Context: an optimization exercise on an open-source flow, tuned for small area and a short achievable clock period. The choices shown serve that exercise and are no tape-out recipe.
The RTL was checked by simulation tests, not by an equivalence proof against the original design.

## awgn_gen
module awgn_gen (
	input  wire logic clk,
	input  wire logic rst_n,
	input  wire logic run,
	input  wire logic [snr_pkg::snr_width-1:0] snr_db,
	input  wire logic snr_load,
	output logic signed [awgn_pkg::sample_width-1:0] awgn_out,
	output logic signed [awgn_pkg::quant_width-1:0] awgn_out_quant,
	output logic signed [snr_pkg::noise_width-1:0] noise_out,
	output logic sample_valid,
	output logic snr_err
);
==> flow/config.mk <==
export PLATFORM = sky130hd
export DESIGN_NAME = awgn_gen
export DESIGN_NICKNAME = awgn_gen
export VERILOG_FILES = /design/flow/design.v
export SDC_FILE = /design/flow/constraint.sdc
export NUM_CORES = 4
export LEC_CHECK = 0
export ABC_CLOCK_PERIOD_IN_PS = 2000
export CAP_MARGIN = 20
export CORE_MARGIN = 2
export CORE_UTILIZATION = 60
export SETUP_SLACK_MARGIN = 4.8
export SLEW_MARGIN = 20
export SYNTH_MEMORY_MAX_BITS = 16384
==> flow/constraint.sdc <==
create_clock -name core_clock -period 7.5 [get_ports {clk}]
set_input_delay 1.5000 -clock core_clock [delete_from_list [all_inputs] [get_ports {clk}]]
set_output_delay 1.5000 -clock core_clock [all_outputs]
set_load 0.01 [all_outputs]
standard.sh (not shown) runs the stock make flow with config.mk's settings and CLKGATE_MAP_FILE= SYNTH_SCRIPT=/design/flow/synth_recipe.tcl, a recipe that flattens the netlist after the stock synthesis.
==> flow/flow/run.sh <==
#!/bin/bash
# Standard layout, with the port buffers made from buf_2 cells instead of
# the default pick (a slow delay buffer). Each tool's output goes to a log here.
set -euo pipefail
export BUFFER_PORTS_ARGS="-buffer_cell sky130_fd_sc_hd__buf_2"
export RECOVER_POWER=100
bash standard.sh > standard_make.log 2>&1
The baseline finished but fails on capacitance limit, slew limit.
Edit:
--- a/flow/flow/run.sh
+++ b/flow/flow/run.sh
@@ -4,4 +4,3 @@
 set -euo pipefail
 export BUFFER_PORTS_ARGS="-buffer_cell sky130_fd_sc_hd__buf_2"
-export RECOVER_POWER=100
 bash standard.sh > standard_make.log 2>&1
Settings changed: SETUP_SLACK_MARGIN 4.8 to 4.5.
What happened: This time the run went through all stages and came out clean; worst hold slack degrades by 0.012 ns; setup slack improved by 0.83 ns; die area is unchanged; via count falls by 3.5%; core utilization goes down by 2.7 points; wire length went down by 6.5%; final cell count went down by 3.3%; clock skew is lower by 0.0052 ns; fmax went up by 29%; area after synthesis does not change.

Another version of the RTL of awgn_gen (not shown whole).
Size in the first run: ~870 cells after synthesis, ~89 flip-flops, about 57 I/O pins, about 7600 µm² of cells after synthesis.
==> flow/config.mk <==
export PLATFORM = sky130hd
export DESIGN_NAME = awgn_gen
export DESIGN_NICKNAME = awgn_gen
export VERILOG_FILES = /design/flow/design.v
export SDC_FILE = /design/flow/constraint.sdc
export NUM_CORES = 4
export LEC_CHECK = 0
export ABC_CLOCK_PERIOD_IN_PS = 2000
export CAP_MARGIN = 20
export CORE_MARGIN = 2
export CORE_UTILIZATION = 60
export SETUP_SLACK_MARGIN = 4.8
export SLEW_MARGIN = 20
export SYNTH_MEMORY_MAX_BITS = 16384
==> flow/constraint.sdc <==
create_clock -name core_clock -period 7.5 [get_ports {clk}]
set_input_delay 1.5000 -clock core_clock [delete_from_list [all_inputs] [get_ports {clk}]]
set_output_delay 1.5000 -clock core_clock [all_outputs]
set_load 0.01 [all_outputs]
==> flow/flow/run.sh <==
#!/bin/bash
# Standard layout, with the port buffers made from buf_2 cells instead of
# the default pick (a slow delay buffer). Each tool's output goes to a log here.
set -euo pipefail
export BUFFER_PORTS_ARGS="-buffer_cell sky130_fd_sc_hd__buf_2"
bash standard.sh > standard_make.log 2>&1
Then changed:
--- a/flow/config.mk
+++ b/flow/config.mk
@@ -7,3 +7,2 @@
 export LEC_CHECK = 0
-export ABC_CLOCK_PERIOD_IN_PS = 2000
 export CAP_MARGIN = 20
@@ -11,3 +10,3 @@
 export CORE_UTILIZATION = 60
-export SETUP_SLACK_MARGIN = 4.8
+export SETUP_SLACK_MARGIN = 4.9
 export SLEW_MARGIN = 20
Result: The changed run went through all stages and came out clean; design area increases by 5.1%; sequential cell count is unchanged; global-route usage barely changes; area after synthesis stays the same; first-iteration DRC count goes up by 6.4%; wire length grows by 5.2%; die area is unchanged; critical path depth is unchanged; worst hold slack improved by 0.0032 ns; worst setup slack got worse by 0.010 ns.

## afterwards: timing with drivers on the ports
In the flow no input, the clock included, has a driving cell. The finished layouts below were timed again as built, in two steps.
Step 1, drivers: a clkbuf_16 drives clk and a buf_2 each remaining input, both assumed.
Step 2, shift: input delay + t, output delay - t, t = (earliest + latest rising clock arrival at the registers) / 2. This alone moves slack from input paths to output paths.
a / b / c = no drivers / after step 1 / after step 2; a / b = the first two.
| run | t, ns | setup slack, ns | hold WS [ns] | clock arrival spread, ns | pins driven straight from the clock port |
|---|---|---|---|---|---|
| the first run of note 1 | 0.393 | 3.763 / 3.763 / 3.763 | 0.360 / 0.360 / 0.360 | 0.012 / 0.011 | 1 |
| the second run of note 1 | 0.388 | 4.597 / 4.597 / 4.597 | 0.349 / 0.349 / 0.349 | 0.009 / 0.009 | 1 |
| the first run of note 2 | 0.397 | 4.704 / 4.704 / 4.704 | 0.355 / 0.355 / 0.355 | 0.008 / 0.007 | 1 |
| the second run of note 2 | 0.394 | 4.693 / 4.693 / 4.693 | 0.359 / 0.359 / 0.359 | 0.008 / 0.008 | 1 |
